From an optimization exercise on the open Yosys and OpenROAD flow, aimed at small area and a short achievable clock period; shortcuts taken in it are not production practice. Where RTL was checked, it was by simulation tests only, not by an equivalence proof against the original. Only the layout flow was run in run 1; the RTL was not checked for function there. Power figures rest on the tool's default switching activity, not on a simulated workload.

==> design/flow/design.v <==
package sd_proto_pkg;
    typedef enum logic [7:0] {
        CMD0   = 8'h40,
        CMD1   = 8'h41,
        CMD8   = 8'h48,
        CMD16  = 8'h50,
        CMD17  = 8'h51,
        ACMD41 = 8'h69,
        CMD55  = 8'h77,
        CMD58  = 8'h7A
    } sd_cmd_e;
    typedef enum logic [7:0] {
        R1_OK      = 8'h00,
        R1_IDLE    = 8'h01,
        R1_ILLEGAL = 8'h04,
        R1_PARAM   = 8'h40
    } sd_r1_e;
    typedef struct packed {
        logic       valid;
        logic [7:0] data;
    } sd_rx_byte_t;
    typedef struct packed {
        logic [19:0] rsvd;
        logic [3:0]  volt;
        logic [7:0]  check;
    } sd_if_cond_t;
    typedef union packed {
        logic [31:0] lba;
        sd_if_cond_t if_cond;
    } sd_arg_u;
    typedef struct packed {
        logic [7:0] cmd;
        sd_arg_u    arg;
    } sd_cmd_frame_t;
    typedef struct packed {
        logic            start;
        sd_r1_e          r1;
        logic [3:0][7:0] extra;
        logic [2:0]      extra_cnt;
        logic            is_read;
    } sd_tx_job_t;
endpackage
package sd_host_pkg;
    typedef struct packed {
        logic        rd;
        logic [31:0] lba;
    } host_req_t;
    typedef struct packed {
        logic                  we;
        logic [9-1:0] addr;
        logic [7:0]            data;
    } host_buf_wr_t;
endpackage
`timescale 1ns/1ps
module sd_spi_rx (
    input  logic       clk_sys,
    input  logic       card_is_reset,
    input  logic       sd_cs,
    input  logic       sd_sck,
    input  logic       sd_sdi,
    input  logic       tx_done,
    output logic       rx_valid,
    output logic [7:0] rx_data,
    output logic       sck_fall
);
    logic       sck_q;
    logic       sck_rise;
    logic       synced;
    logic [2:0] bit_cnt;
    always_ff @(posedge clk_sys) begin
        sck_q <= sd_sck;
    end
    assign sck_rise = sd_sck & ~sck_q;
    assign sck_fall = sck_q & ~sd_sck;
    always_ff @(posedge clk_sys) begin
        if (sck_rise) begin
            rx_data <= {rx_data[6:0], sd_sdi};
        end
    end
    always_ff @(posedge clk_sys) begin
        rx_valid <= 1'b0;
        if (card_is_reset || sd_cs || tx_done) begin
            synced  <= 1'b0;
            bit_cnt <= 3'd0;
        end else if (sck_rise) begin
            if (!synced) begin
                if (!sd_sdi) begin
                    synced  <= 1'b1;
                    bit_cnt <= 3'd1;
                end
            end else begin
                bit_cnt <= bit_cnt + 3'd1;
                if (bit_cnt == 3'd7) begin
                    rx_valid <= 1'b1;
                end
            end
        end
    end
endmodule
`timescale 1ns/1ps
module sd_cmd_engine (
    input  logic        clk_sys,
    input  logic        card_is_reset,
    input  logic        rx_valid,
    input  logic [7:0]  rx_data,
    input  logic        sdhc,
    input  logic        tx_done,
    input  logic        sd_ack,
    output logic        job_start,
    output logic        job_idle,     
    output logic        job_ill,      
    output logic        job_param,    
    output logic        job_x8,       
    output logic        job_x58,      
    output logic        job_sdhc,     
    output logic        job_read,
    output logic [11:0] arg_lo,       
    output logic        data_ready,
    output logic        host_req_rd,
    output logic [31:0] host_req_lba
);
    logic [5:0]  cmd;
    logic [31:0] arg;
    logic [2:0]  frame_cnt;
    logic        busy;
    logic        go_idle_seen;
    logic        cmd55;
    logic        issue;
    logic        ack_q;
    logic        rd_pending;
    logic is0, is1, is8, is16, is17, is41, is55, is58;
    logic d_idle, d_ill, d_param, d_x8, d_x58, d_read;
    assign arg_lo = arg[11:0];
    assign issue = rx_valid && !busy && (frame_cnt == 3'd5);
    always_comb begin
        is0  = (cmd == 6'd0);
        is1  = (cmd == 6'd1);
        is8  = (cmd == 6'd8);
        is16 = (cmd == 6'd16);
        is17 = (cmd == 6'd17);
        is41 = (cmd == 6'd41);
        is55 = (cmd == 6'd55);
        is58 = (cmd == 6'd58);
        d_idle  = is0 | (go_idle_seen & (is8 | is55));
        d_param = go_idle_seen & is16 & (arg != 32'd512);
        d_ill   = !is0 & (!go_idle_seen | !(is1 | is8 | is16 | is17 | is55 | is58 | (is41 & cmd55)));
        d_x8    = !is0 & go_idle_seen & is8;
        d_x58   = !is0 & go_idle_seen & is58;
        d_read  = !is0 & go_idle_seen & is17;
    end
    always_ff @(posedge clk_sys) begin
        job_start <= 1'b0;
        if (card_is_reset) begin
            frame_cnt    <= 3'd0;
            busy         <= 1'b0;
            go_idle_seen <= 1'b0;
            cmd55        <= 1'b0;
        end else begin
            if (tx_done) begin
                busy <= 1'b0;
            end
            if (issue) begin
                job_start <= 1'b1;
                job_idle  <= d_idle;
                job_ill   <= d_ill;
                job_param <= d_param;
                job_x8    <= d_x8;
                job_x58   <= d_x58;
                job_sdhc  <= sdhc;
                job_read  <= d_read;
                frame_cnt <= 3'd0;
                busy      <= 1'b1;
                cmd55     <= is55;
                if (is0) begin
                    go_idle_seen <= 1'b1;
                end
            end else if (rx_valid && !busy) begin
                if (frame_cnt == 3'd0) begin
                    if (rx_data[7:6] == 2'b01) begin
                        cmd       <= rx_data[5:0];
                        frame_cnt <= 3'd1;
                    end
                end else begin
                    arg       <= {arg[23:0], rx_data};
                    frame_cnt <= frame_cnt + 3'd1;
                end
            end
        end
    end
    always_ff @(posedge clk_sys) begin
        if (card_is_reset) begin
            host_req_rd <= 1'b0;
            rd_pending  <= 1'b0;
            data_ready  <= 1'b0;
            ack_q       <= 1'b0;
        end else begin
            ack_q <= sd_ack;
            if (issue && d_read) begin
                host_req_rd  <= 1'b1;
                host_req_lba <= sdhc ? arg : {9'd0, arg[31:9]};
                rd_pending   <= 1'b1;
            end else if (host_req_rd && sd_ack) begin
                host_req_rd <= 1'b0;
            end
            if (rd_pending && ack_q && !sd_ack) begin
                data_ready <= 1'b1;
                rd_pending <= 1'b0;
            end
            if (tx_done) begin
                data_ready <= 1'b0;
                rd_pending <= 1'b0;
            end
        end
    end
endmodule
`timescale 1ns/1ps
module sd_spi_tx (
    input  logic                  clk_sys,
    input  logic                  card_is_reset,
    input  logic                  sd_cs,
    input  logic                  sck_fall,
    input  logic                  rx_valid,
    input  logic                  job_start,
    input  logic                  job_idle,
    input  logic                  job_ill,
    input  logic                  job_param,
    input  logic                  job_x8,
    input  logic                  job_x58,
    input  logic                  job_sdhc,
    input  logic                  job_read,
    input  logic [11:0]           arg_lo,
    input  logic                  data_ready,
    input  logic [7:0]            buf_rdata,
    output logic [9-1:0] buf_raddr,
    output logic                  sd_sdo,
    output logic                  tx_done
);
    typedef enum logic [3:0] {
        PH_IDLE, PH_NCR, PH_R1, PH_EXTRA, PH_WAIT, PH_TOKEN, PH_DATA, PH_CRC, PH_DONE
    } tx_phase_e;
    tx_phase_e  phase;
    tx_phase_e  nxt_phase;
    logic [8:0] cnt;
    logic [8:0] nxt_cnt;
    logic [7:0] nxt_byte;
    logic [7:0] x_byte;
    logic [6:0] sh;
    logic       slot_start;
    assign buf_raddr = cnt;
    always_comb begin
        case (cnt[1:0])
            2'd0:    x_byte = job_x58 ? {1'b1, job_sdhc, 6'h00} : 8'h00;
            2'd1:    x_byte = job_x58 ? 8'hFF : 8'h00;
            2'd2:    x_byte = job_x58 ? 8'h80 : {4'h0, arg_lo[11:8]};
            default: x_byte = job_x58 ? 8'h00 : arg_lo[7:0];
        endcase
    end
    always_comb begin
        nxt_byte  = 8'hFF;
        nxt_phase = phase;
        nxt_cnt   = cnt + 9'd1;
        case (phase)
            PH_NCR: begin
                if (cnt == 9'(2 - 1)) begin
                    nxt_phase = PH_R1;
                end
            end
            PH_R1: begin
                nxt_byte = {1'b0, job_param, 3'b000, job_ill, 1'b0, job_idle};
                nxt_cnt  = 9'd0;
                if (job_x8 || job_x58) begin
                    nxt_phase = PH_EXTRA;
                end else if (job_read) begin
                    nxt_phase = PH_WAIT;
                end else begin
                    nxt_phase = PH_DONE;
                end
            end
            PH_EXTRA: begin
                nxt_byte = x_byte;
                if (cnt[1:0] == 2'd3) begin
                    if (job_read) begin
                        nxt_phase = PH_WAIT;
                    end else begin
                        nxt_phase = PH_DONE;
                    end
                end
            end
            PH_WAIT: begin
                if (data_ready) begin
                    nxt_phase = PH_TOKEN;
                end
            end
            PH_TOKEN: begin
                nxt_byte  = 8'hFE;
                nxt_cnt   = 9'd0;
                nxt_phase = PH_DATA;
            end
            PH_DATA: begin
                nxt_byte = buf_rdata;
                if (cnt == 9'(512 - 1)) begin
                    nxt_phase = PH_CRC;
                end
            end
            PH_CRC: begin
                if (cnt == 9'd1) begin
                    nxt_phase = PH_DONE;
                end
            end
            default: ;
        endcase
    end
    always_ff @(posedge clk_sys) begin
        tx_done <= 1'b0;
        if (card_is_reset) begin
            phase      <= PH_IDLE;
            cnt        <= 9'd0;
            slot_start <= 1'b0;
            sh         <= 7'h7F;
            sd_sdo     <= 1'b1;
        end else if (sd_cs) begin
            phase      <= PH_IDLE;
            slot_start <= 1'b0;
            sd_sdo     <= 1'b1;
            tx_done    <= (phase != PH_IDLE);
        end else begin
            if (job_start) begin
                phase <= PH_NCR;
                cnt   <= 9'd0;
            end
            if (rx_valid) begin
                slot_start <= 1'b1;
                if (phase == PH_DONE) begin
                    phase   <= PH_IDLE;
                    tx_done <= 1'b1;
                end
            end
            if (sck_fall) begin
                if (slot_start) begin
                    slot_start <= 1'b0;
                    sd_sdo     <= nxt_byte[7];
                    sh         <= nxt_byte[6:0];
                    phase      <= nxt_phase;
                    cnt        <= nxt_cnt;
                end else begin
                    sd_sdo <= sh[6];
                    sh     <= {sh[5:0], 1'b1};
                end
            end
        end
    end
endmodule
`timescale 1ns/1ps
module sd_sector_buffer (
    input  logic                  clk_sys,
    input  logic                  wr_en,
    input  logic [9-1:0] wr_addr,
    input  logic [7:0]            wr_data,
    input  logic [9-1:0] raddr,
    output logic [7:0]            rdata
);
    localparam int ROWS = 512;
    logic             phase;
    logic             we_q;
    logic             nwe_q;       
    logic [8:0]       wa_q;
    logic [7:0]       col_q;
    logic [ROWS*8-1:0] mem;
    logic [ROWS-1:0]  row_we;      
    logic [ROWS-1:0]  row_hold_n;  
    logic [7:0]       wa_lo;
    logic [7:0]       wa_lo_n;
    logic [63:0]      wa_hi;
    always_ff @(posedge clk_sys) begin
        phase <= ~phase;
        we_q  <= wr_en;
        nwe_q <= ~wr_en;
        wa_q  <= wr_addr;
        col_q <= wr_data ^ {8{~phase}};
    end
    always_comb begin
        for (int k = 0; k < 8; k++) begin
            wa_lo[k]   = we_q & (wa_q[2:0] == 3'(k));
            wa_lo_n[k] = ~nwe_q & (wa_q[2:0] == 3'(k));
        end
        for (int g = 0; g < 64; g++) begin
            wa_hi[g] = (wa_q[8:3] == 6'(g));
        end
        for (int i = 0; i < ROWS; i++) begin
            row_we[i]     = wa_lo[i % 8] & wa_hi[i / 8];
            row_hold_n[i] = ~(wa_lo_n[i % 8] & wa_hi[i / 8]);
        end
    end
    always_ff @(posedge clk_sys) begin
        for (int i = 0; i < ROWS; i++) begin
            for (int j = 0; j < 8; j++) begin
                mem[i*8+j] <= ~((mem[i*8+j] | row_we[i]) & (row_hold_n[i] | col_q[j]));
            end
        end
    end
    logic [7:0]  rsel_lo_n;
    logic [5:0]  ra_hi_q;
    logic [63:0] rsel_hi_n;
    logic [63:0] grp [0:7];
    logic [7:0]  rbit;
    always_ff @(posedge clk_sys) begin
        for (int k = 0; k < 8; k++) begin
            rsel_lo_n[k] <= ~(raddr[2:0] == 3'(k));
        end
        ra_hi_q <= raddr[8:3];
    end
    always_comb begin
        for (int g = 0; g < 64; g++) begin
            rsel_hi_n[g] = ~(ra_hi_q == 6'(g));
        end
        for (int j = 0; j < 8; j++) begin
            for (int g = 0; g < 64; g++) begin
                logic [3:0] t;
                for (int p = 0; p < 4; p++) begin
                    t[p] = ~((mem[(g*8+2*p)*8+j]   | rsel_lo_n[2*p]) &
                             (mem[(g*8+2*p+1)*8+j] | rsel_lo_n[2*p+1]));
                end
                grp[j][g] = ~(|t);
            end
        end
        for (int j = 0; j < 8; j++) begin
            logic [31:0] u;
            for (int p = 0; p < 32; p++) begin
                u[p] = ~((grp[j][2*p]   | rsel_hi_n[2*p]) &
                         (grp[j][2*p+1] | rsel_hi_n[2*p+1]));
            end
            rbit[j] = ~(|u);
        end
    end
    always_ff @(posedge clk_sys) begin
        rdata <= rbit ^ {8{phase}};
    end
endmodule
`timescale 1ns/1ps
module sd_card_top (
    input  logic                      clk_sys,
    input  logic                      card_is_reset,
    input  logic                      sd_cs,
    input  logic                      sd_sck,
    input  logic                      sd_sdi,
    input  logic                      sdhc,
    input  logic                      sd_ack,
    input  logic                      host_wr_we,
    input  logic [9-1:0]     host_wr_addr,
    input  logic [7:0]                host_wr_data,
    output logic                      sd_sdo,
    output logic                      host_req_rd,
    output logic [31:0]               host_req_lba
);
    logic                  rx_valid;
    logic [7:0]            rx_data;
    logic                  sck_fall;
    logic                  tx_done;
    logic                  data_ready;
    logic                  job_start, job_idle, job_ill, job_param;
    logic                  job_x8, job_x58, job_sdhc, job_read;
    logic [11:0]           arg_lo;
    logic [9-1:0] buf_raddr;
    logic [7:0]            buf_rdata;
    sd_spi_rx rx_i (
        .clk_sys       (clk_sys),
        .card_is_reset (card_is_reset),
        .sd_cs         (sd_cs),
        .sd_sck        (sd_sck),
        .sd_sdi        (sd_sdi),
        .tx_done       (tx_done),
        .rx_valid      (rx_valid),
        .rx_data       (rx_data),
        .sck_fall      (sck_fall)
    );
    sd_cmd_engine engine_i (
        .clk_sys       (clk_sys),
        .card_is_reset (card_is_reset),
        .rx_valid      (rx_valid),
        .rx_data       (rx_data),
        .sdhc          (sdhc),
        .tx_done       (tx_done),
        .sd_ack        (sd_ack),
        .job_start     (job_start),
        .job_idle      (job_idle),
        .job_ill       (job_ill),
        .job_param     (job_param),
        .job_x8        (job_x8),
        .job_x58       (job_x58),
        .job_sdhc      (job_sdhc),
        .job_read      (job_read),
        .arg_lo        (arg_lo),
        .data_ready    (data_ready),
        .host_req_rd   (host_req_rd),
        .host_req_lba  (host_req_lba)
    );
    sd_spi_tx tx_i (
        .clk_sys       (clk_sys),
        .card_is_reset (card_is_reset),
        .sd_cs         (sd_cs),
        .sck_fall      (sck_fall),
        .rx_valid      (rx_valid),
        .job_start     (job_start),
        .job_idle      (job_idle),
        .job_ill       (job_ill),
        .job_param     (job_param),
        .job_x8        (job_x8),
        .job_x58       (job_x58),
        .job_sdhc      (job_sdhc),
        .job_read      (job_read),
        .arg_lo        (arg_lo),
        .data_ready    (data_ready),
        .buf_rdata     (buf_rdata),
        .buf_raddr     (buf_raddr),
        .sd_sdo        (sd_sdo),
        .tx_done       (tx_done)
    );
    sd_sector_buffer buf_i (
        .clk_sys (clk_sys),
        .wr_en   (host_wr_we & sd_ack),
        .wr_addr (host_wr_addr),
        .wr_data (host_wr_data),
        .raddr   (buf_raddr),
        .rdata   (buf_rdata)
    );
endmodule
==> design/flow/run.sh <==
#!/bin/bash
# synth_recipe.tcl (not shown) runs the flow's synth.tcl, then flattens the netlist and writes it again
# the make line also repeats each setting of config.mk as NAME=value (left out here)
make -C /OpenROAD-flow-scripts/flow DESIGN_CONFIG=/design/flow/config.mk WORK_HOME=/design/flow/orfs CLKGATE_MAP_FILE= SYNTH_SCRIPT=/design/flow/synth_recipe.tcl finish
==> design/flow/config.mk <==
export PLATFORM = sky130hd
export DESIGN_NAME = sd_card_top
export DESIGN_NICKNAME = sd_card_top
export VERILOG_FILES = /design/flow/design.v
export SDC_FILE = /design/flow/constraint.sdc
export NUM_CORES = 4
export LEC_CHECK = 0
export CAP_MARGIN = 20
export CORE_MARGIN = 2
export CORE_UTILIZATION = 45
export SLEW_MARGIN = 20
==> design/flow/constraint.sdc <==
create_clock -name core_clock -period 5.0 [get_ports {clk_sys}]
set_input_delay 1.0000 -clock core_clock [delete_from_list [all_inputs] [get_ports {clk_sys}]]
set_output_delay 1.0000 -clock core_clock [all_outputs]
set_load 0.01 [all_outputs]
==> results of run 1 <==
[worst max-delay path, cell delays in order, from the launching register on]
cell and delay [ns]:
dfxtp_4 0.96, buf_12 0.37, buf_4 0.31, o22ai_1 0.13
o41ai_1 0.74, nand4_1 0.52, nor4_1 0.94, buf_4 0.30
nand4_1 0.12, xnor2_1 0.15
[synthesized netlist by cell type (all sizes together), types with 5 or more instances]
cell	count	area share [%]
or2b	6	0.032
nor4	127	0.57
nand4	115	0.51
nand2b	49	0.22
o22ai	6148	27
and2	15	0.066
o2111ai	5	0.031
or4	7	0.040
mux2	23	0.18
nand2	104	0.28
a21oi	30	0.11
nand4b	5	0.031
nor3	27	0.095
nand3	15	0.053
a31oi	5	0.022
buf	620	2.2
nor2	612	1.7
o21ai	23	0.081
ha	13	0.11
or3	25	0.11
inv	17	0.045
o22a	22	0.14
xnor2	17	0.10
dfxtp	4178	59
o221ai	14	0.086
or2	11	0.048
edfxtp	85	1.8
clkbuf	836	2.2
o41ai	433	2.7
nor2b	15	0.066
a22oi	7	0.037
[layout by cell type, fill, tap and decap left out, types with 34 or more instances in the layout]
cell type,n
dfxtp_1,4170
nand2b_4,34
clkbuf_16,437
nor2_1,591
o41ai_1,424
buf_4,481
clkbuf_8,90
nand4_1,115
edfxtp_1,85
clkinv_2,86
nand2_1,37
clkbuf_1,87
clkdlybuf4s50_1,58
o22ai_1,6148
nand2_2,59
nor4_1,113
buf_12,99
bufinv_16,47
diode_2,35
[where the power goes]
part           internal (mW)  leakage (nW)  switching, mW
registers               34.8          35.9          0.431
clock network           19.9          7.38           14.4
logic                  0.389          12.5          0.859
[stage by stage]
stage	total power [mW]	instances	cell area [um2]	hold WS, ns	util [%]
after floorplan	36.5	13662	142000	0.368	-
after global placement	37.0	17000	148000	0.417	47.0
after detailed placement	37.1	17004	148000	0.427	47.0
after CTS	70.4	17795	163000	0.394	51.8
after global routing	72.0	17800	163000	0.422	51.8
final	70.7	17833	163000	0.405	51.9
[layout make-up]
type	instances	area share, %
Inverter	17	0.0391
Antenna cell	35	0.0537
Sequential cell	4263	52.9
Clock buffer	614	7.67
Tap cell	4160	3.19
Timing Repair Buffer	641	3.81
Clock inverter	177	1.51
Multi-Input combinational cell	7926	30.8
[final timing paths]
kind	startpoint	to	slack, ns	cells past startpoint
max	buf_i.rsel_lo_n[3]$_DFF_P_	buf_i.rdata[5]$_DFF_P_	0.23	9
min	host_wr_addr[7]	buf_i.wa_q[7]$_DFF_P_	0.40	1
max reg2reg	buf_i.rsel_lo_n[3]$_DFF_P_	buf_i.rdata[5]$_DFF_P_	0.23	9
min reg2reg	buf_i.mem[3495]$_DFF_P_	buf_i.mem[3495]$_DFF_P_	0.43	1
[sequential cells by signal, indices dropped and copies added (netlist names), 4 cells and up]
| name | count |
|---|---|
| buf_i.col_q | 8 |
| buf_i.mem | 4096 |
| buf_i.ra_hi_q | 6 |
| buf_i.rdata | 8 |
| buf_i.rsel_lo_n | 8 |
| buf_i.wa_q | 9 |
| engine_i.arg | 32 |
| engine_i.cmd | 6 |
| engine_i.host_req_lba | 32 |
| rx_i.rx_data | 8 |
| tx_i.cnt | 9 |
| tx_i.phase | 4 |
| tx_i.sh | 7 |
[per-layer routing]
metal | global-route usage [%] | wire, um | share of wire (%) | vias to the layer above
met5 | 0.0149 | 279 | 0.040 | -
met4 | 30.1 | 60700 | 8.8 | 40
met3 | 14.7 | 107000 | 15 | 3165
met2 | 57.1 | 275000 | 40 | 12271
met1 | 52.8 | 249000 | 36 | 65791
li1 | - | - | - | 54586
[cell families (layout without fill, tap and decap cells)]
logic type / count (synthesis) / count (layout)
flip-flops: 4263 / 4263
AND/OR/NAND/NOR: 1155 / 1155
adder cells (fa/ha/maj): 13 / 13
multiplexers: 25 / 25
buffers and inverters: 1473 / 1449
XOR/XNOR: 18 / 18
other: 0 / 35
AO/OA/AOI/OAI: 6715 / 6715
==> notes.md, run 1 <==
outcome complete, no violations; fmax 209 MHz; adder-cell area share of the yosys netlist 0.115%; hold_buf cts 0; Synth Net Count 13700; TritonCTS buffer count 430; HP Class input port to flop; Die Wd 566 um; Setup TNS 0 ns; EDFF count, synth 85; hpwl dp 411 mm; DR WL/cell 38.8 um; sequential fraction of the synthesis area 60.7%; Async SR Flop Fraction 0%; Post-Synth XOR/XNOR Area 0.111%; fin crit share 95.5%; post-CTS setup buffers 0; PD cells 434 nW/um2; Lkg Pwr 55.8 nW; post_cts resized 0; main combinational cell family by area after synthesis compound AO/OA/AOI/OAI gates; synthesized cell area 142000 um2; Avg Inst Size Synth 10.4 um2; worst-path fanout max 38; Slew Limit Fails 0; Area Growth Syn to Fin 14.9%; routability congestion estimate 0.996; clock skew 0.0860 ns; share of cells above drive strength 1 11.2%; Synth Instances 13662; dpl ws 0.135 ns; final worst slack 0.226 ns; mux cell area share after synthesis 0.197%; Top FF cell, synth dfxtp_1; Layout Nets 13317; Worst-Margin Slew 1.34 ns; first-pass GRT wire length 950 mm; Cell variety after synth 67; min cycle time layout 4.77 ns; overflow left after global routing 0; path type of the worst setup path flop to flop; CTS root buf clkbuf_16; Clock Latency Late Sink 1.05 ns; port buffer count 58; Clock Pin Slew Worst Setup and Hold Paths 0.06 ns; synth warn 5; CTS tree done; drt drc 0; Rel. slew slack 9.63%; initial DRC count 24290; Final Hold Fails 0; simple-gate area share of the yosys netlist 3.93%; Clock Path Buffers 4; synthesis-stage register bit count 4263; H-tree level count 5; largest net degree at the start of global routing 98; max_cap viols 0; critical path arrival 5.65 ns; via count 135853; Final setup viols 0; vias in the first global route 124790; IO Count 59; unrepaired setup endpoints after global routing no; initial antenna violation count 47; Worst setup EP type flop; die area 320000 um2; Synth Area in Compound Gates 30.4%; fill cell count 27381; register area 86200 um2; die height 566 um; Post-Route WL 692 mm; Critical Path Source Type flop; GRT Total Usage 41.2%; first-pass iteration count of the detailed router 7; Site Rows 206; VDD IR max 348 uV; multi-input combinational cell area 50300 um2; # clock sinks 4263; vias per cell 7.62; Routed Antenna Nets 0; core area 314000 um2; Initial Utilization 45.1%; Worst Path Required 5.87 ns
==> run 2: changes to the inputs <==
--- a/design/flow/design.v
+++ b/design/flow/design.v
@@ -187,6 +187,17 @@
             end
         end
     end
+    logic [31:0] lba_arg;
+    logic        lba_sdhc;
+    always_ff @(posedge clk_sys) begin
+        if (issue && d_read) begin
+            lba_arg      <= arg;
+            lba_sdhc     <= sdhc;
+            host_req_lba <= sdhc ? arg : {9'd0, arg[31:9]};
+        end else begin
+            host_req_lba <= lba_sdhc ? lba_arg : {9'd0, lba_arg[31:9]};
+        end
+    end
     always_ff @(posedge clk_sys) begin
         if (card_is_reset) begin
             host_req_rd <= 1'b0;
@@ -197,7 +208,6 @@
             ack_q <= sd_ack;
             if (issue && d_read) begin
                 host_req_rd  <= 1'b1;
-                host_req_lba <= sdhc ? arg : {9'd0, arg[31:9]};
                 rd_pending   <= 1'b1;
             end else if (host_req_rd && sd_ack) begin
                 host_req_rd <= 1'b0;
@@ -399,42 +409,51 @@
         end
     end
     logic [7:0]  rsel_lo_n;
-    logic [5:0]  ra_hi_q;
-    logic [63:0] rsel_hi_n;
-    logic [63:0] grp [0:7];
+    logic [7:0]  rsel_mid_n;
+    logic [7:0]  rsel_hi_n;
+    logic [7:0]  blk_q [0:7];    
+    logic [63:0] grp [0:7];      
+    logic [7:0]  blk [0:7];
     logic [7:0]  rbit;
     always_ff @(posedge clk_sys) begin
         for (int k = 0; k < 8; k++) begin
-            rsel_lo_n[k] <= ~(raddr[2:0] == 3'(k));
+            rsel_lo_n[k]  <= ~(raddr[2:0] == 3'(k));
+            rsel_mid_n[k] <= ~(raddr[5:3] == 3'(k));
+            rsel_hi_n[k]  <= ~(raddr[8:6] == 3'(k));
         end
-        ra_hi_q <= raddr[8:3];
     end
-    always_comb begin
-        for (int g = 0; g < 64; g++) begin
-            rsel_hi_n[g] = ~(ra_hi_q == 6'(g));
+    function automatic logic pick8(input logic [7:0] d, input logic [7:0] sel_n);
+        logic [3:0] t;
+        for (int p = 0; p < 4; p++) begin
+            t[p] = ~((d[2*p] | sel_n[2*p]) & (d[2*p+1] | sel_n[2*p+1]));
         end
+        pick8 = ~(|t);
+    endfunction
+    always_comb begin
         for (int j = 0; j < 8; j++) begin
             for (int g = 0; g < 64; g++) begin
-                logic [3:0] t;
-                for (int p = 0; p < 4; p++) begin
-                    t[p] = ~((mem[(g*8+2*p)*8+j]   | rsel_lo_n[2*p]) &
-                             (mem[(g*8+2*p+1)*8+j] | rsel_lo_n[2*p+1]));
+                logic [7:0] d;
+                for (int r = 0; r < 8; r++) begin
+                    d[r] = mem[(g*8+r)*8+j];
                 end
-                grp[j][g] = ~(|t);
+                grp[j][g] = pick8(d, rsel_lo_n);
             end
-        end
-        for (int j = 0; j < 8; j++) begin
-            logic [31:0] u;
-            for (int p = 0; p < 32; p++) begin
-                u[p] = ~((grp[j][2*p]   | rsel_hi_n[2*p]) &
-                         (grp[j][2*p+1] | rsel_hi_n[2*p+1]));
+            for (int b = 0; b < 8; b++) begin
+                blk[j][b] = pick8(grp[j][b*8 +: 8], rsel_mid_n);
             end
-            rbit[j] = ~(|u);
         end
     end
     always_ff @(posedge clk_sys) begin
-        rdata <= rbit ^ {8{phase}};
+        for (int j = 0; j < 8; j++) begin
+            blk_q[j] <= blk[j];
+        end
+    end
+    always_comb begin
+        for (int j = 0; j < 8; j++) begin
+            rbit[j] = pick8(blk_q[j], rsel_hi_n);
+        end
     end
+    assign rdata = rbit ^ {8{~phase}};
 endmodule
 `timescale 1ns/1ps
 module sd_card_top (
--- a/design/flow/config.mk
+++ b/design/flow/config.mk
@@ -7,5 +7,6 @@
 export LEC_CHECK = 0
 export CAP_MARGIN = 20
 export CORE_MARGIN = 2
-export CORE_UTILIZATION = 45
+export CORE_UTILIZATION = 40
+export SETUP_SLACK_MARGIN = 2.6
 export SLEW_MARGIN = 20
==> run 2 against run 1 <==
Total power grew 1.3%. Register-to-register slack gained 2.1 ns. Sequential share of layout area shrank 3.9 points. Critical path type unchanged. Critical endpoint is now buf_i.blk_q[3][1]$_DFF_P_.
==> notes.md, run 2 <==
via count 147917; DR WL/cell 40.9 um; sequential fraction of the synthesis area 61.4%; hpwl dp 376 mm; CTS tree done; fill cell count 31056; Post-Route M1 WL 269 mm; most numerous cell in the Yosys netlist o22ai_1; CP startpoint buf_i.rsel_lo_n[5]$_DFF_P_; largest net degree at the start of global routing 100; outcome complete, no violations; main combinational cell family by area after synthesis compound AO/OA/AOI/OAI gates; core area 356000 um2; Commonest cells post-synth o22ai_1, dfxtp_1, clkbuf_1, nor4_1, nor2_1; Layout Nets 14036; most frequent cells in the layout o22ai_1, dfxtp_1, buf_4, clkbuf_16, nor2_4; Cell variety after synth 60; Layout Cells excl Fill 19226; Post-Synth XOR/XNOR Area 0.0854%; WHS 0.433 ns; clock skew 0.0839 ns; Clock Pin Slew Worst Setup and Hold Paths 0.06 ns; Worst setup EP type flop; largest reg by FF count buf_i.mem; adder-cell area share of the yosys netlist 0.113%; die height 603 um; Async SR Flop Fraction 0%; simple-gate area share of the yosys netlist 5.31%; share of cells above drive strength 1 20.3%; Buf/Inv on CP 2; die area 364000 um2; Initial Utilization 40.3%; top layer in use met5; worst-path fanout max 27; Synth area leader dfxtp_1; Synth Net Count 14062; H-tree level count 5; Die Wd 603 um; area post-placement 150000 um2; largest registers buf_i.mem (4096), buf_i.blk_q (64); PD cells 398 nW/um2; WL met2 294 mm; Slew Limit Fails 0; Synth Instances 14024; initial DRC count 29289; CTS root buf clkbuf_16; IO Count 59; initial antenna violation count 77; Top FF cell, synth dfxtp_1; port buffer count 58; vias in the first global route 126931; synthesis-stage register bit count 4362; worst path cell trace buf_12, bufbuf_16, o22ai_1, nor4_2, o22ai_2, nor4_4; # clock sinks 4362; fin crit share 53.5%; max FFs per register 4096; Site Rows 219; Critical Path Source Type flop; Setup TNS 0 ns; Final Hold Fails 0; Worst Path Required 5.83 ns; Final setup viols 0; critical path arrival 3.51 ns; final worst slack 2.32 ns; min cycle time layout 2.68 ns; Worst-Margin Slew 1.28 ns; share of the synthesized area in the top cell type 59.6%; synth warn 7; Clock Path Buffers 4; overflow left after global routing 0; family with the most delay on the worst path simple AND/OR/NAND/NOR gates; WL met3 150 mm; Avg Inst Size Synth 10.2 um2; drt drc 0; Rel. slew slack 14.8%; mux cell area share after synthesis 0.203%; routability congestion estimate 0.929; crit-path max cell delay 0.58 ns; Post-Route WL 787 mm; synthesized cell area 144000 um2; Finished Cell Area 180000 um2; VDD IR max 351 uV; HP Class flop to flop; vias per cell 7.69; Clock Latency Late Sink 1.06 ns; Synth Area in Compound Gates 28.7%; most common cell after layout, fill and taps aside o22ai_1; first-pass GRT wire length 1030 mm; hold_buf cts 0; R2R Path Start buf_i.rsel_lo_n[5]$_DFF_P_; slowest library cell on the worst path nor4_4; top post-synthesis cells by area dfxtp_1, o22ai_1, clkbuf_1; Lkg Pwr 61.9 nW; dpl ws 1.37 ns; GRT Total Usage 39.3%; first-pass iteration count of the detailed router 10; max_cap viols 0; fmax 374 MHz; path type of the worst setup path flop to flop; Routed Antenna Nets 0; DP Cell Count 17797; TritonCTS buffer count 433; hold path startpoint buf_i.mem[3348]$_DFF_P_; Area Growth Syn to Fin 25.5%; unrepaired setup endpoints after global routing yes; EDFF count, synth 86
[run 2: kinds of logic after synthesis]
family | after synthesis
multiplexers | 29
XOR/XNOR | 14
AND/OR/NAND/NOR | 1485
adder cells (fa/ha/maj) | 13
flip-flops | 4362
AO/OA/AOI/OAI | 6582
buffers and inverters | 1539
[run 2: metrics by stage]
step | total power [mW] | utilization, %
2_1_floorplan | 37.3 | -
3_3_place_gp | 38.0 | 42.0
3_5_place_dp | 38.0 | 42.0
4_1_cts | 70.9 | 48.7
5_1_grt | 72.7 | 50.4
6_report | 71.7 | 50.5
[run 2: worst paths after layout]
| path | end | slack [ns] | cells past startpoint |
|---|---|---|---|
| setup / recovery | buf_i.blk_q[3][1]$_DFF_P_ | 2.32 | 6 |
| hold / removal | buf_i.mem[3348]$_DFF_P_ | 0.43 | 1 |
| setup reg to reg | buf_i.blk_q[3][1]$_DFF_P_ | 2.32 | 6 |
| hold reg to reg | buf_i.mem[3348]$_DFF_P_ | 0.43 | 1 |
[run 2: layer usage]
metal,vias to the layer above,GRT usage [%]
li1,56606,-
met3,4307,18.6
met4,75,27.4
met2,15805,51.4
met5,-,0.370
met1,71124,50.2
[run 2: layout make-up]
cell class                 count  area [um2]  share of cell area, %
inverter                      16        60.1                 0.0333
tap                         4751        5940                   3.30
clock buffer                 629       12700                   7.05
timing repair buffer        1014       13000                   7.22
clock inverter               155        1870                   1.04
antenna                      128         320                  0.178
sequential                  4362       88300                   49.0
multi-input combinational   8171       57900                   32.2
[run 2: what timing repair did]
item                                    4_1_cts  5_1_grt
endpoints found under the setup margin     4198     2923
gates cloned                                 70       50
gates resized for setup                    1497      576
buffers inserted                            214      183
pin swaps                                   104      199
[run 2: report_power, final]
group | switching (mW) | internal [mW] | leakage, nW
registers | 0.472 | 35.6 | 36.8
logic | 1.14 | 0.548 | 17.9
clock network | 14.8 | 19.1 | 7.16
total | 16.4 | 55.2 | 61.9
==> run 3: changes to the inputs <==
--- a/design/flow/config.mk
+++ b/design/flow/config.mk
@@ -8,5 +8,7 @@
 export CAP_MARGIN = 20
 export CORE_MARGIN = 2
 export CORE_UTILIZATION = 40
+export CTS_CLUSTER_DIAMETER = 60
+export CTS_CLUSTER_SIZE = 22
 export SETUP_SLACK_MARGIN = 2.6
 export SLEW_MARGIN = 20
==> run 3 against run 2 <==
Register-to-register slack got worse by 0.09 ns. Area after synthesis unchanged. Synthesized cell count unchanged. Clock skew decreased by 0.032 ns. Utilization decreased by 1.5 points. Die area unchanged. Critical path type unchanged. Clock-buffer cell count decreased by 295. Final area decreased by 2.9%. Largest cell class unchanged.
==> notes.md, run 3 <==
outcome complete, no violations; Site Rows 219; die height 603 um; initial DRC count 28978; slowest library cell on the worst path nor2_4; Hold Path Sink buf_i.mem[3349]$_DFF_P_; routability congestion estimate 0.929; Int Power 48.3 mW; hpwl dp 376 mm; DP Cell Count 17797; critical path arrival 3.62 ns; most frequent cells in the layout o22ai_1, dfxtp_1, buf_4, nor2_4, clkbuf_16; switching share of power 24.2%; first-pass iteration count of the detailed router 13; initial antenna violation count 82; Synth Net Count 14062; crit-path max cell delay 0.59 ns; path type of the worst setup path flop to flop; most common cell after layout, fill and taps aside o22ai_1; fill cell count 31550; family with the most delay on the worst path simple AND/OR/NAND/NOR gates; max FFs per register 4096; Die Wd 603 um; unrepaired setup endpoints after global routing yes; HP Class flop to flop; vias in the first global route 124717; Async SR Flop Fraction 0%; Clock Pin Slew Worst Setup and Hold Paths 0.09 ns; Layout Nets 13851; drt drc 0; Clock Path Buffers 4; DR WL/cell 41.3 um; Routed Antenna Nets 0; Cell variety after synth 60; largest reg by FF count buf_i.mem; Critical Path Source Type flop; EDFF count, synth 86; synth warn 7; Slew Limit Fails 0; hold_buf cts 0; via count 146093; R2R Path End buf_i.mem[1752]$_DFF_P_; Worst-Margin Slew 1.29 ns; max_cap viols 0; H-tree level count 5; CTS tree done; register area 88300 um2; port buffer count 58; PD cells 364 nW/um2; worst path cell trace nor2b_4, nand3_4, buf_12, buf_16, nor2_4, o22ai_1; overflow left after global routing 0; GRT Total Usage 39.5%; Lkg Pwr 59.3 nW; Final Hold Fails 0; Worst R2R Setup Slack 2.23 ns; IO Count 59; most numerous cell in the Yosys netlist o22ai_1; Worst setup EP type flop; Clock Latency Late Sink 1.00 ns; Worst Path Required 5.85 ns; multi-input combinational cell area 57800 um2; Final setup viols 0; top post-synthesis cells by area dfxtp_1, o22ai_1, clkbuf_1; largest registers buf_i.mem (4096), buf_i.blk_q (64); hold path startpoint buf_i.mem[3349]$_DFF_P_; Synth Instances 14024; clock skew 0.0523 ns; fin crit share 55.4%; VDD IR max 263 uV; Setup TNS 0 ns; share of cells above drive strength 1 18.7%; share of the synthesized area in the top cell type 59.6%; first-pass GRT wire length 1030 mm; Logic pwr share 2.7%; synthesized cell area 144000 um2; vias per cell 7.74; Commonest cells post-synth o22ai_1, dfxtp_1, clkbuf_1, nor4_1, nor2_1; Reg2Reg Depth 6; Post-Route WL 778 mm; largest net degree at the start of global routing 100; Top FF cell, synth dfxtp_1; die area 364000 um2; Rel. slew slack 14.0%; fmax 361 MHz; switching power 15.4 mW; CTS root buf clkbuf_16; Clk network pwr share 40.8%; sequential fraction of the synthesis area 61.4%; TritonCTS buffer count 284; R2R Path Start buf_i.wa_q[0]$_DFF_P_; Synth area leader dfxtp_1; worst-path fanout max 42; Initial Utilization 40.3%; hold depth 1; # clock sinks 4362; core area 356000 um2; Layout Cells excl Fill 18870; sequential power share 56.6%; Area Growth Syn to Fin 21.8%; Avg Inst Size Synth 10.2 um2; Buf/Inv on CP 2; min cycle time layout 2.77 ns; synthesis-stage register bit count 4362
[run 3: kinds of logic after synthesis]
family	Yosys count	synth area share [%]
XOR/XNOR	14	0.0854
AO/OA/AOI/OAI	6582	28.7
AND/OR/NAND/NOR	1485	5.31
adder cells (fa/ha/maj)	13	0.113
flip-flops	4362	61.4
multiplexers	29	0.203
buffers and inverters	1539	4.19
[run 3: worst max-delay path by stage]
stage	from	endpoint	cells after the start
after floorplan	card_is_reset	engine_i.arg[0]$_DFFE_PP_	3
after global placement	buf_i.wa_q[6]$_DFF_P_	buf_i.mem[2578]$_DFF_P_	6
after detailed placement	buf_i.wa_q[1]$_DFF_P_	buf_i.mem[2409]$_DFF_P_	5
after CTS	buf_i.rsel_lo_n[6]$_DFF_P_	buf_i.blk_q[6][1]$_DFF_P_	8
after global routing	buf_i.rsel_lo_n[5]$_DFF_P_	buf_i.blk_q[2][7]$_DFF_P_	7
final	buf_i.wa_q[0]$_DFF_P_	buf_i.mem[1752]$_DFF_P_	6
[run 3: layer usage]
metal	share of wire, %	global-route usage (%)	wire (um)
met5	0.15	0.462	1130
met4	9.1	27.7	71200
met3	19	18.7	145000
met2	37	51.6	291000
met1	35	50.3	269000
[run 3: final cells by class]
type / instances / share of cell area (%)
Clock buffer: 334 / 4.41
Timing Repair Buffer: 977 / 7.41
Multi-Input combinational cell: 8172 / 33.1
Antenna cell: 105 / 0.150
Sequential cell: 4362 / 50.5
Clock inverter: 153 / 1.05
Tap cell: 4751 / 3.40
Inverter: 16 / 0.0343
[run 3: stage by stage]
step / worst slack, ns / hold slack, ns / total power [mW] / instance area, um2 / util (%)
after global placement: 1.35 / 0.417 / 38.0 / 150000 / 42.0
after floorplan: 2.44 / 0.412 / 37.3 / 144000 / -
final: 2.23 / 0.436 / 63.6 / 175000 / 49.1
after detailed placement: 1.37 / 0.427 / 38.0 / 150000 / 42.0
after CTS: 2.42 / 0.438 / 63.0 / 169000 / 47.5
after global routing: 2.43 / 0.445 / 64.6 / 175000 / 49.0
[run 3: power by group through the flow]
stage	logic [mW]	registers [mW]	clock network, mW
after global routing	1.67	36.1	26.8
after detailed placement	1.25	36.8	0
after CTS	1.49	36.0	25.5
after global placement	1.21	36.7	0
final	1.69	36.0	25.9
after floorplan	0.707	36.6	0
[run 3: repair_timing]
item | CTS | global route
endpoints found under the setup margin | 4198 | 3259
buffers inserted | 215 | 147
pin swaps | 101 | 162
gates cloned | 79 | 39
resized for setup | 1543 | 499

==> what the ideal ports hide <==
In the flow no input, the clock included, has a driving cell. The finished layouts below were timed again as built, in two steps.
Step 1 assumes that a clkbuf_16 drives the clock port and a buf_2 every other input.
Step 2 moves the port delays by t, midway between the first and last clock arrival at a register: inputs arrive t later, outputs are due t later. That takes back most of the time a late clock gives input paths.
Three values: ideal, step 1, step 2; two values: the first two.
run | t, ns | setup WS [ns] | latest minus earliest clock arrival (ns) | worst register clock-pin slew, ns | worst slew at a driven data input, ns
run 1 | 1.108 | 0.226 / 0.226 / 0.226 | 0.091 / 0.090 | 0.07 / 0.07 | 0.04
run 2 | 1.127 | 2.325 / 2.325 / 1.807 | 0.093 / 0.093 | 0.07 / 0.07 | 0.07
run 3 | 1.090 | 2.230 / 2.230 / 1.939 | 0.064 / 0.064 | 0.10 / 0.10 | 0.07
After both steps every run listed still meets setup and hold. The setup slack of run 2, which loses most, moves by 0.000 ns with the drivers and by -0.518 ns with both steps.
